Context: an optimization exercise on an open-source flow, tuned for small area. The choices shown serve that exercise and are no tape-out recipe.
The RTL was checked by simulation tests, not by an equivalence proof against the original design.
Power figures rest on the tool's default switching activity, not on a simulated workload. No driver is modelled on the clock port, so clocking that relies on it looks cheaper here than on a real chip.

== build 44 ==
Design axi_frame_dispatch_top, start of the top module:
module axi_frame_dispatch_top (
   input  logic           s_aclk,
   input  logic           s_aresetn,
   input  logic           mode_i,
   input  logic [1:0]     s_tid_i,
   input  logic [1:0]     s_tdest_i,
   input  logic [255:0]   s_tdata_i,
   input  logic [31:0]    s_tkeep_i,
   input  logic           s_tlast_i,
   input  logic           s_tvalid_i,
   output logic           s_tready_o,
   output logic [767:0]   pg_data_o,
   output logic [2:0]     pg_last_o,
   output logic [2:0]     pg_valid_o,
   input  logic [2:0]     pg_ready_i,
   output logic [2:0]     frame_done_o,
   output logic [2:0]     frame_err_o,
   output logic           drop_o
);
==> flow/config.mk <==
export PLATFORM = sky130hd
export DESIGN_NAME = axi_frame_dispatch_top
export DESIGN_NICKNAME = axi_frame_dispatch_top
export VERILOG_FILES = /design/flow/design.v
export SDC_FILE = /design/flow/constraint.sdc
export NUM_CORES = 4
export LEC_CHECK = 0
export CAP_MARGIN = 20
export CORE_MARGIN = 2
export CORE_UTILIZATION = 65
export SLEW_MARGIN = 20
export SYNTH_HIERARCHICAL = 1
==> flow/constraint.sdc <==
create_clock -name core_clock -period 6.0 [get_ports {s_aclk}]
set_input_delay 1.2000 -clock core_clock [delete_from_list [all_inputs] [get_ports {s_aclk}]]
set_output_delay 1.2000 -clock core_clock [all_outputs]
set_load 0.01 [all_outputs]
standard.sh (not shown) runs the stock make flow with config.mk's settings and CLKGATE_MAP_FILE= SYNTH_SCRIPT=/design/flow/synth_recipe.tcl, a recipe that flattens the netlist after the stock synthesis.
==> flow/flow/run.sh <==
#!/bin/bash
set -euo pipefail
cd "$(dirname "$0")/.."
export BUFFER_PORTS_ARGS="-buffer_cell sky130_fd_sc_hd__buf_1"
export CTS_ARGS="-sink_clustering_enable -repair_clock_nets -dont_use_dummy_load -buf_list sky130_fd_sc_hd__clkbuf_16 -sink_clustering_size 30 -sink_clustering_max_diameter 100"
bash standard.sh > standard.log 2>&1
The flow did not stop early for build 44: all stages ran, and the layout cleared the timing, DRC and antenna checks.
## Diff of input files: build 77 against build 44
# build 44
export LEC_CHECK = 0
export CAP_MARGIN = 20
export CORE_MARGIN = 2
export CORE_UTILIZATION = 65
export SLEW_MARGIN = 20
export SYNTH_HIERARCHICAL = 1
create_clock -name core_clock -period 6.0 [get_ports {s_aclk}]
# build 77
export LEC_CHECK = 0
export CAP_MARGIN = 5
export CORE_MARGIN = 2
export CORE_UTILIZATION = 80
export SLEW_MARGIN = 5
export SYNTH_HIERARCHICAL = 1
create_clock -name core_clock -period 6.0 [get_ports {s_aclk}]
==> flow/flow/run.sh <==
#!/bin/bash
set -euo pipefail
cd "$(dirname "$0")/.."
export BUFFER_PORTS_ARGS="-buffer_cell sky130_fd_sc_hd__buf_1"
export CTS_ARGS="-sink_clustering_enable -repair_clock_nets -dont_use_dummy_load -buf_list sky130_fd_sc_hd__clkbuf_16 -sink_clustering_size 30 -sink_clustering_max_diameter 60"
bash standard.sh > standard.log 2>&1
### Flow results
- Worst setup margin: build 77 < build 44
- Compared build 77 vs build 44, and internal power is up in build 77.
- Taking build 44 over build 77, the number of fillers in the final layout ratio works out to 1.6.
- Taking build 44 as the reference, in build 77 clock latency on the worst-skew pair neither gained nor lost much, final standard cell area without fillers higher, final worst hold slack now smaller.
- Comparing build 77 and build 44, the lower share of cells above drive strength 1 is on build 44.
- Build 44 → build 77: final worst-path cycle share moved up; area growth from synthesis to layout moved up.
diff inputs: build 77 => build 5
# build 77
export LEC_CHECK = 0
export CAP_MARGIN = 5
export CORE_MARGIN = 2
export CORE_UTILIZATION = 80
export SLEW_MARGIN = 5
export SYNTH_HIERARCHICAL = 1
create_clock -name core_clock -period 6.0 [get_ports {s_aclk}]
# build 5
export LEC_CHECK = 0
export CAP_MARGIN = 20
export CORE_MARGIN = 2
export CORE_UTILIZATION = 65
export SLEW_MARGIN = 20
export SYNTH_HIERARCHICAL = 1
create_clock -name core_clock -period 6.0 [get_ports {s_aclk}]
- Build 77 → build 5: critical path depth about even; portion of the clock cycle consumed by the worst path in the final layout fell 3.0 points.
- Comparing build 77 and build 5, the lower total routing resource utilization after global routing is on build 5.
- For the worst path setup slack after routing, build 5 came in 0.18 ns higher than build 77 did.

* * *

## v31
The RTL this note starts from:
==> flow/design.v <==
package axi_frame_dispatch_pkg;
   typedef enum logic [1:0] {
      IDLE   = 2'd0,
      ACTIVE = 2'd1,
      DROP   = 2'd2
   } state_t;
   localparam logic MODE_TDEST = 1'b0;
   localparam logic MODE_RR    = 1'b1;
endpackage
module pg_fifo #(
   parameter int WIDTH = 257
) (
   input  logic             clk,
   input  logic             rst_n,
   input  logic             push,
   input  logic [WIDTH-1:0] wdata,
   output logic             full,
   output logic [WIDTH-1:0] rdata,
   output logic             rvalid,
   input  logic             pop
);
   logic [WIDTH-1:0] mem0, mem1, mem2;
   logic [2:0] wr_sel, rd_sel;
   logic [1:0] count;    
   logic load;
   logic [2:0] we, rs;
   assign full = (count == 2'd3) && rvalid;
   assign load = (count != 2'd0) && (!rvalid || pop);
   assign we   = wr_sel & {3{push}};
   assign rs   = rd_sel & {3{load}};
   always_ff @(posedge clk) begin
      if (we[0]) mem0 <= wdata;
      if (we[1]) mem1 <= wdata;
      if (we[2]) mem2 <= wdata;
   end
   always_ff @(posedge clk) begin
      rdata <= (mem0 & {WIDTH{rs[0]}}) | (mem1 & {WIDTH{rs[1]}}) |
               (mem2 & {WIDTH{rs[2]}}) | (rdata & {WIDTH{!load}});
   end
   always_ff @(posedge clk or negedge rst_n) begin
      if (!rst_n) begin
         wr_sel <= 3'b001;
         rd_sel <= 3'b001;
         count  <= '0;
         rvalid <= 1'b0;
      end else begin
         if (push) wr_sel <= {wr_sel[1:0], wr_sel[2]};
         if (load) begin
            rd_sel <= {rd_sel[1:0], rd_sel[2]};
            rvalid <= 1'b1;
         end else if (pop) begin
            rvalid <= 1'b0;
         end
         count <= count + 2'(push) - 2'(load);
      end
   end
endmodule
module axi_frame_dispatch #(
   parameter int IP_AMT       = 2,
   parameter int DATA_W       = 256,
   parameter int AXIS_TID_W   = 2,
   parameter int AXIS_TDEST_W = (IP_AMT > 1) ? $clog2(IP_AMT) : 1,
   parameter int FIFO_DEPTH   = 4,
   parameter int FRAME_PGNUM  = 9600,
   parameter int PGCNT_W      = $clog2(FRAME_PGNUM)
) (
   input  logic                     s_aclk,
   input  logic                     s_aresetn,
   input  logic                     mode_i,
   input  logic [AXIS_TID_W-1:0]    s_tid_i,
   input  logic [AXIS_TDEST_W-1:0]  s_tdest_i,
   input  logic [DATA_W-1:0]        s_tdata_i,
   input  logic [DATA_W/8-1:0]      s_tkeep_i,
   input  logic                     s_tlast_i,
   input  logic                     s_tvalid_i,
   output logic                     s_tready_o,
   output logic [IP_AMT*DATA_W-1:0] pg_data_o,
   output logic [IP_AMT-1:0]        pg_last_o,
   output logic [IP_AMT-1:0]        pg_valid_o,
   input  logic [IP_AMT-1:0]        pg_ready_i,
   output logic [IP_AMT-1:0]        frame_done_o,
   output logic [IP_AMT-1:0]        frame_err_o,
   output logic                     drop_o
);
   typedef logic [AXIS_TDEST_W-1:0] dest_t;
   typedef logic [AXIS_TDEST_W:0]   dest_ext_t;
   typedef logic [PGCNT_W-1:0]      pgcnt_t;
   localparam pgcnt_t LAST_IDX = pgcnt_t'(FRAME_PGNUM - 1);
   axi_frame_dispatch_pkg::state_t state, state_nxt;
   dest_t   dest_q, rr_ptr, cand_dest;
   pgcnt_t  pg_cnt, beat_idx;
   logic    illegal, sel_full, accept, legal_acc, at_limit, frame_end;
   logic [IP_AMT-1:0] full, push;
   logic [DATA_W:0]   push_word;
   logic    unused_inputs;
   assign unused_inputs = ^{s_tid_i, s_tkeep_i};
   always_comb begin
      cand_dest = dest_q;
      illegal   = 1'b0;
      beat_idx  = pg_cnt;
      if (state == axi_frame_dispatch_pkg::IDLE) begin
         cand_dest = (mode_i == axi_frame_dispatch_pkg::MODE_RR) ? rr_ptr : s_tdest_i;
         illegal   = (mode_i == axi_frame_dispatch_pkg::MODE_TDEST) && ({1'b0, s_tdest_i} >= dest_ext_t'(IP_AMT));
         beat_idx  = '0;
      end
   end
   always_comb begin
      sel_full = 1'b0;
      for (int k = 0; k < IP_AMT; k++) begin
         if (cand_dest == dest_t'(k)) sel_full = full[k];
      end
   end
   always_ff @(posedge s_aclk or negedge s_aresetn) begin
      if (!s_aresetn) state <= axi_frame_dispatch_pkg::IDLE;
      else            state <= state_nxt;
   end
   always_comb begin
      state_nxt = state;
      if (accept) begin
         unique case (state)
            axi_frame_dispatch_pkg::IDLE, axi_frame_dispatch_pkg::ACTIVE: begin
               if (s_tlast_i)                state_nxt = axi_frame_dispatch_pkg::IDLE;
               else if (illegal || at_limit) state_nxt = axi_frame_dispatch_pkg::DROP;
               else                          state_nxt = axi_frame_dispatch_pkg::ACTIVE;
            end
            axi_frame_dispatch_pkg::DROP:    if (s_tlast_i) state_nxt = axi_frame_dispatch_pkg::IDLE;
            default: state_nxt = axi_frame_dispatch_pkg::IDLE;
         endcase
      end
   end
   always_comb begin
      s_tready_o = 1'b0;
      unique case (state)
         axi_frame_dispatch_pkg::IDLE:    s_tready_o = illegal || !sel_full;
         axi_frame_dispatch_pkg::ACTIVE:  s_tready_o = !sel_full;
         axi_frame_dispatch_pkg::DROP:    s_tready_o = 1'b1;
         default: s_tready_o = 1'b0;
      endcase
      s_tready_o = s_tready_o && s_aresetn;
   end
   assign accept    = s_tvalid_i && s_tready_o;
   assign legal_acc = accept && (state != axi_frame_dispatch_pkg::DROP) && !illegal;
   assign at_limit  = (beat_idx == LAST_IDX);
   assign frame_end = legal_acc && (s_tlast_i || at_limit);
   assign push_word = {s_tlast_i || at_limit, s_tdata_i};
   always_comb begin
      push = '0;
      for (int k = 0; k < IP_AMT; k++) begin
         push[k] = legal_acc && (cand_dest == dest_t'(k));
      end
   end
   always_ff @(posedge s_aclk or negedge s_aresetn) begin
      if (!s_aresetn) begin
         dest_q       <= '0;
         rr_ptr       <= '0;
         pg_cnt       <= '0;
         frame_done_o <= '0;
         frame_err_o  <= '0;
         drop_o       <= 1'b0;
      end else begin
         frame_done_o <= '0;
         frame_err_o  <= '0;
         drop_o       <= accept && illegal;
         if (legal_acc) begin
            dest_q <= cand_dest;
            pg_cnt <= frame_end ? '0 : beat_idx + pgcnt_t'(1);
         end
         if (frame_end) begin
            rr_ptr <= (rr_ptr == dest_t'(IP_AMT - 1)) ? '0 : rr_ptr + dest_t'(1);
            if (s_tlast_i && at_limit) frame_done_o <= push;
            else                       frame_err_o  <= push;
         end
      end
   end
   for (genvar k = 0; k < IP_AMT; k++) begin : g_ch
      logic [DATA_W:0] rd_word;
      pg_fifo #(
         .WIDTH (DATA_W + 1)
      ) u_fifo (
         .clk    (s_aclk),
         .rst_n  (s_aresetn),
         .push   (push[k]),
         .wdata  (push_word),
         .full   (full[k]),
         .rdata  (rd_word),
         .rvalid (pg_valid_o[k]),
         .pop    (pg_ready_i[k] && pg_valid_o[k])
      );
      assign pg_data_o[(k+1)*DATA_W-1 -: DATA_W] = rd_word[DATA_W-1:0];
      assign pg_last_o[k] = rd_word[DATA_W];
   end
endmodule
module axi_frame_dispatch_top (
   input  logic           s_aclk,
   input  logic           s_aresetn,
   input  logic           mode_i,
   input  logic [1:0]     s_tid_i,
   input  logic [1:0]     s_tdest_i,
   input  logic [255:0]   s_tdata_i,
   input  logic [31:0]    s_tkeep_i,
   input  logic           s_tlast_i,
   input  logic           s_tvalid_i,
   output logic           s_tready_o,
   output logic [767:0]   pg_data_o,
   output logic [2:0]     pg_last_o,
   output logic [2:0]     pg_valid_o,
   input  logic [2:0]     pg_ready_i,
   output logic [2:0]     frame_done_o,
   output logic [2:0]     frame_err_o,
   output logic           drop_o
);
   axi_frame_dispatch #(
      .IP_AMT       (3),
      .DATA_W       (256),
      .AXIS_TID_W   (2),
      .AXIS_TDEST_W (2),
      .FIFO_DEPTH   (4),
      .FRAME_PGNUM  (9600)
   ) u_dispatch (
      .s_aclk       (s_aclk),
      .s_aresetn    (s_aresetn),
      .mode_i       (mode_i),
      .s_tid_i      (s_tid_i),
      .s_tdest_i    (s_tdest_i),
      .s_tdata_i    (s_tdata_i),
      .s_tkeep_i    (s_tkeep_i),
      .s_tlast_i    (s_tlast_i),
      .s_tvalid_i   (s_tvalid_i),
      .s_tready_o   (s_tready_o),
      .pg_data_o    (pg_data_o),
      .pg_last_o    (pg_last_o),
      .pg_valid_o   (pg_valid_o),
      .pg_ready_i   (pg_ready_i),
      .frame_done_o (frame_done_o),
      .frame_err_o  (frame_err_o),
      .drop_o       (drop_o)
   );
endmodule
export LEC_CHECK = 0
export CAP_MARGIN = 20
export CORE_MARGIN = 2
export CORE_UTILIZATION = 50
export SLEW_MARGIN = 20
create_clock -name core_clock -period 6.0 [get_ports {s_aclk}]
==> flow/flow/run.sh <==
#!/bin/bash
set -euo pipefail
cd "$(dirname "$0")/.."
export BUFFER_PORTS_ARGS="-buffer_cell sky130_fd_sc_hd__buf_1"
export CTS_ARGS="-sink_clustering_enable -repair_clock_nets -dont_use_dummy_load -buf_list sky130_fd_sc_hd__clkbuf_16 -sink_clustering_size 30 -sink_clustering_max_diameter 60"
bash standard.sh > standard.log 2>&1
v31 finished every stage and its layout cleared the timing, DRC and antenna checks.
Input-level comparison between v25 and v31:
--- a/flow/config.mk
+++ b/flow/config.mk
@@ -10 +10 @@
-export CORE_UTILIZATION = 50
+export CORE_UTILIZATION = 65
Notes after the runs:
Both conditions hold for v25: the flow ran to the end and the final layout passed the timing, DRC and antenna checks.
Looking at clock power across both flows, v25 is the stronger of the two, with v31 trailing.
In the metrics for v31 and v25, the one carrying the lower overall die height is v25.
Looking at number of diodes, v25 sits 12 higher than v31 does.
Compared with v31, in v25 average wire per cell in the routed design went up by 2.7%, relative contribution of the clock network to total power went down by 1.6 points, area of combinational cells with multiple inputs was more or less identical.
For v37, these inputs were changed with respect to v25:
==> flow/flow/run.sh <==
#!/bin/bash
set -euo pipefail
cd "$(dirname "$0")/.."
export BUFFER_PORTS_ARGS="-buffer_cell sky130_fd_sc_hd__buf_1"
export CTS_ARGS="-sink_clustering_enable -repair_clock_nets -dont_use_dummy_load"
bash standard.sh > standard.log 2>&1
--- a/flow/config.mk
+++ b/flow/config.mk
@@ -10 +10 @@
-export CORE_UTILIZATION = 65
+export CORE_UTILIZATION = 40
==> run notes <==
- The worst hold path class comes out register to register in one run and primary input to async pin in the other, namely in v25 and v37 respectively.
- Measured slew at the worst slew-check pin in v37 is 0.082 ns higher than in v25
- Part of the total power dissipated in combinational logic: v37 < v25
- In the reports for v37 and v25, the smaller number of global-route vias before repair belongs to v25.
- The static leakage in v37 was higher than what v25 gave.
- v37 against v25: combinational power moved up; critical path depth moved down; number of non-filler instances in the completed layout moved up; final design instance area without fill moved up; worst-case clock skew moved up.

port drivers added, routing unchanged:
How much do the figures lean on ideal ports? The routed layouts below were timed once more, with nothing changed but the port constraints.
Step 1, drivers: a clkbuf_16 drives s_aclk and a buf_2 each remaining input, both assumed.
Step 2 times the ports against the registers' clock, not the clock port: input delays grow and output delays shrink by t, the midpoint of the rising clock arrivals with the driver on.
a / b / c = no drivers / after step 1 / after step 2; a / b = the first two.
run | t, ns | setup WS [ns] | worst setup path at the end | clock arrival spread, ns
build 44 | 0.881 | 1.746 / 1.746 / 0.946 | input to register | 0.082 / 0.083
build 77 | 0.903 | 1.630 / 1.630 / 0.873 | input to register | 0.059 / 0.059
build 5 | 0.934 | 1.810 / 1.786 / 0.997 | input to register | 0.057 / 0.058
v31 | 0.903 | 1.688 / 1.665 / 1.505 | input to register | 0.134 / 0.134
v25 | 0.848 | 1.624 / 1.601 / 1.595 | input to register | 0.094 / 0.093
v37 | 1.021 | 1.748 / 1.655 / 1.601 | input to register | 0.113 / 0.112
After both steps every run listed still meets setup and hold. For build 5, which loses most, drivers alone change the setup slack by -0.024 ns; drivers and shift together by -0.813 ns.
